Background: an optimization exercise with open tools, aiming at small area and a short achievable clock period. Do not read the settings as production practice. Function was checked by simulation only, so behaviour that the tests miss may differ from the original. Power is estimated from default activity; no workload was simulated.

Design exec_top, start of the top module:
module exec_top (
    input  logic                      clk,
    input  logic                      rst_n,
    input  logic                      in_valid,
    input  core_pkg::instr_u          instr,
    input  logic [core_pkg::xlen-1:0] pc,
    input  logic [core_pkg::xlen-1:0] rs1data,
    input  logic [core_pkg::xlen-1:0] rs2data,
    output core_pkg::ex_result_t      result,
    output logic                      out_valid
);
Size in the first run: ~1400 cells after synthesis, ~120 flip-flops, roughly 250 I/O pins, roughly 0.012 mm² of cells after synthesis.
Settings: LEC_CHECK=0, CAP_MARGIN=20, CORE_MARGIN=2, CORE_UTILIZATION=40, CTS_BUF_LIST=sky130_fd_sc_hd__clkbuf_8, SETUP_SLACK_MARGIN=2.5, SLEW_MARGIN=20; clock period 7.0 ns.
standard.sh (not shown) runs the stock make flow with config.mk's settings and CLKGATE_MAP_FILE= SYNTH_SCRIPT=/design/flow/synth_recipe.tcl, a recipe that flattens the netlist after the stock synthesis.
==> flow/flow/run.sh <==
#!/bin/bash
# Standard ORFS layout (the standard.sh) with two changes:
#  - ports are buffered with sky130_fd_sc_hd__buf_1 in place of ORFS's default choice;
#  - the don't-use list is the platform's own (first 36 names of flow/dont_use.txt)
#    plus slow multi-input cells (or3/or4, and4, nand4/nor4, a2111/o2111, a311/o311,
#    a41/o41, a32/o32, a221o, o221a, a211o, o211a, a222oi, mux4, ...), so that
#    synthesis and repair build paths from simpler, faster gates.
# make's whole output goes to standard_flow.log; ORFS keeps each step's log under orfs/logs.
set -euo pipefail
export BUFFER_PORTS_ARGS="-buffer_cell sky130_fd_sc_hd__buf_1"
dont_use="$(tr '\n' ' ' < flow/dont_use.txt)"
bash standard.sh "DONT_USE_CELLS=$dont_use" finish > standard_flow.log 2>&1
Other scripts of this flow, unchanged in this note and not shown: flow/flow/dont_use.txt
Rerun with:
--- a/flow/design.v
+++ b/flow/design.v
@@ -90,16 +90,14 @@
     input  logic [31:0] bx,      
     input  logic        cin,
     input  logic [31:0] shin,    
     input  logic [2:0]  f3,
     input  logic        alt,
     input  logic        arith,   
     input  logic        legal,
-    input  logic        ltu,     
-    input  logic        lts,
     output logic [31:0] alu
 );
     logic [31:0] p, g, c, x, y, rev, rest, alu0, alu1;
     logic        cout, left, fill;
     logic        s_add, s_slt, s_sltu, s_xor, s_or, s_and, s_sll, s_sr;
     assign p = a ^ bx;
     assign g = a & bx;
@@ -123,15 +121,16 @@
                   ({32{s_or | s_and}} & g) |
                   ({32{s_sll}} & rev) |
                   ({32{s_sr}}  & y);
     assign alu1 = ({32{s_add}} & ~p) | rest;
     assign alu0 = ({32{s_add}} &  p) | rest;
     always_comb begin
         for (int k = 1; k < 32; k++) alu[k] = c[k] ? alu1[k] : alu0[k];
-        alu[0] = (alu0[0] ^ (s_add & cin)) | (s_slt & lts) | (s_sltu & ltu);
+        alu[0] = cout ? (alu0[0] ^ (s_add & cin)) | (s_slt & (a[31] ^ bx[31] ^ cin))
+                      : (alu0[0] ^ (s_add & cin)) | (s_slt & ~(a[31] ^ bx[31] ^ cin)) | s_sltu;
     end
 endmodule
 module pfx_carry #(parameter int KIND = 2) (
     input  logic [31:0] p,
     input  logic [31:0] g,
     input  logic        cin,
     output logic [31:0] c,
@@ -200,34 +199,28 @@
         assign c    = G[31:0];
         assign cout = G[32];
     end
 endmodule
 module branch_comp (
     input  logic [31:0] rs1data,
     input  logic [31:0] rs2data,
-    input  logic [31:0] imm_i,    
-    input  logic        use_imm,
     input  logic [2:0]  f3,
     input  logic        is_br,
     input  logic        is_jmp,
-    output logic        jump,
-    output logic        ltu,      
-    output logic        lts       
+    output logic        jump
 );
-    logic [31:0] cb;
     logic [31:0] e, gt;
-    logic        eq, gtu, gts, cond;
-    assign cb = use_imm ? imm_i : rs2data;
-    assign e  = ~(rs1data ^ cb);            
-    assign gt = rs1data & ~cb;              
+    logic        eq, gtu, gts, ltu, lts, cond;
+    assign e  = ~(rs1data ^ rs2data);       
+    assign gt = rs1data & ~rs2data;         
     logic eq_lo, gt_lo;
     cmp_tree u_tree (.e(e[30:0]), .gt(gt[30:0]), .eq_o(eq_lo), .gt_o(gt_lo));
     assign eq  = eq_lo & e[31];
     assign gtu = gt[31] | (e[31] & gt_lo);
-    assign gts = (~rs1data[31] & cb[31]) | (e[31] & gt_lo);
+    assign gts = (~rs1data[31] & rs2data[31]) | (e[31] & gt_lo);
     assign ltu = ~gtu & ~eq;
     assign lts = ~gts & ~eq;
     always_comb begin
         case (f3)
             3'd0: cond = eq;
             3'd1: cond = ~eq;
             3'd4: cond = lts;
@@ -298,16 +291,16 @@
     assign sel_pc  = (o[4] & (o[1] | ~o[0])) | (~o[4] & o[0] & ~o[3]);
     assign sel_rs2 = o[3] & o[2] & ~o[0];
     assign fu = o[0] & ~o[4];
     assign fj = o[0] & o[4] & o[1];
     assign fi = (o[0] & o[4] & ~o[1]) | (~o[0] & ~o[4] & ~o[3]);
     assign fs = ~o[0] & ~o[4] & o[3] & ~o[2];
     assign fb = ~o[0] & o[4];
-    assign sub_r = (f3 == 3'd0) & i[30];
-    assign sub_i = 1'b0;
+    assign sub_r = ((f3 == 3'd0) & i[30]) | (f3[2:1] == 2'b01);
+    assign sub_i = o[2] & (f3[2:1] == 2'b01);
     assign rp  = sel_rs2 & ~sub_r;
     assign rn  = sel_rs2 & sub_r;
     assign ip  = fi & ~sub_i;
     assign in_ = fi & sub_i;
     assign sub = rn | in_;
     always_comb begin
         for (int k = 0; k < 32; k++) begin
@@ -352,15 +345,15 @@
 );
     logic        is_op, is_opi, is_lui, is_auipc, is_jal, is_jalr, is_br, is_ld, is_st;
     logic        sel_rs1, sel_pc, sub;
     logic        arith, legal, wr;
     logic [2:0]  f3;
     logic [31:0] a, bx, alu;
     logic [31:0] nxt;
-    logic        jump, ltu, lts;
+    logic        jump;
     logic [11:0] dec_op;
     rv_decoder u_dec (
         .instr    (instr),
         .rs2data  (rs2data),
         .is_op    (is_op),
         .is_opi   (is_opi),
         .is_lui   (is_lui),
@@ -385,25 +378,19 @@
         .bx    (bx),
         .cin   (sub),
         .shin  (rs1data),
         .f3    (f3),
         .alt   (instr[30]),
         .arith (arith),
         .legal (legal),
-        .ltu   (ltu),
-        .lts   (lts),
         .alu   (alu)
     );
     branch_comp u_cmp (
         .rs1data (rs1data),
         .rs2data (rs2data),
-        .imm_i   ({{20{instr[31]}}, instr[31:20]}),
-        .use_imm (~instr[5] & instr[4]),   
-        .ltu     (ltu),
-        .lts     (lts),
         .f3      (f3),
         .is_br   (is_br),
         .is_jmp  (is_jal | is_jalr),
         .jump    (jump)
     );
     inc30 u_inc (.a(pc[31:2]), .y(nxt[31:2]));
     assign nxt[1:0] = pc[1:0];
What happened:
- The changed run went through all stages and came out clean
- design area rose by 2.5%
- die area rose by 2.9%
- power came out higher by 5.8%
- sequential power is higher by about 0.7%
- routed wire length is higher by 12%
- setup slack gets worse by 64 ps
- non-clock buffer count goes down by 3

[static timing again, ports no longer ideal]
No port has a modelled driver above. Below, the same layouts with a new extraction and two added sets of constraints. Step 1 (the two cells are an assumption about what drives the block):
set clk [get_ports {clk}]
set_driving_cell -lib_cell sky130_fd_sc_hd__clkbuf_16 $clk
set_driving_cell -lib_cell sky130_fd_sc_hd__buf_2 [delete_from_list [all_inputs] $clk]
Step 2, shift: input delay + t, output delay - t, t = (earliest + latest rising clock arrival at the registers) / 2. This alone moves slack from input paths to output paths. Three values: ideal ports, drivers, drivers and shift; two values: the first two.
| run | t, ns | setup slack, ns | hold WS [ns] | worst setup path after step 2 |
|---|---|---|---|---|
| the first run | 0.522 | 2.537 / 2.549 / 2.027 | 0.483 / 0.483 / 0.483 | input to register |
| the second run | 0.526 | 2.473 / 2.490 / 1.964 | 0.494 / 0.494 / 0.494 | input to register |
After both steps setup and hold are still met in every run listed. For the first run, which loses most, drivers alone change the setup slack by +0.012 ns; drivers and shift together by -0.510 ns.
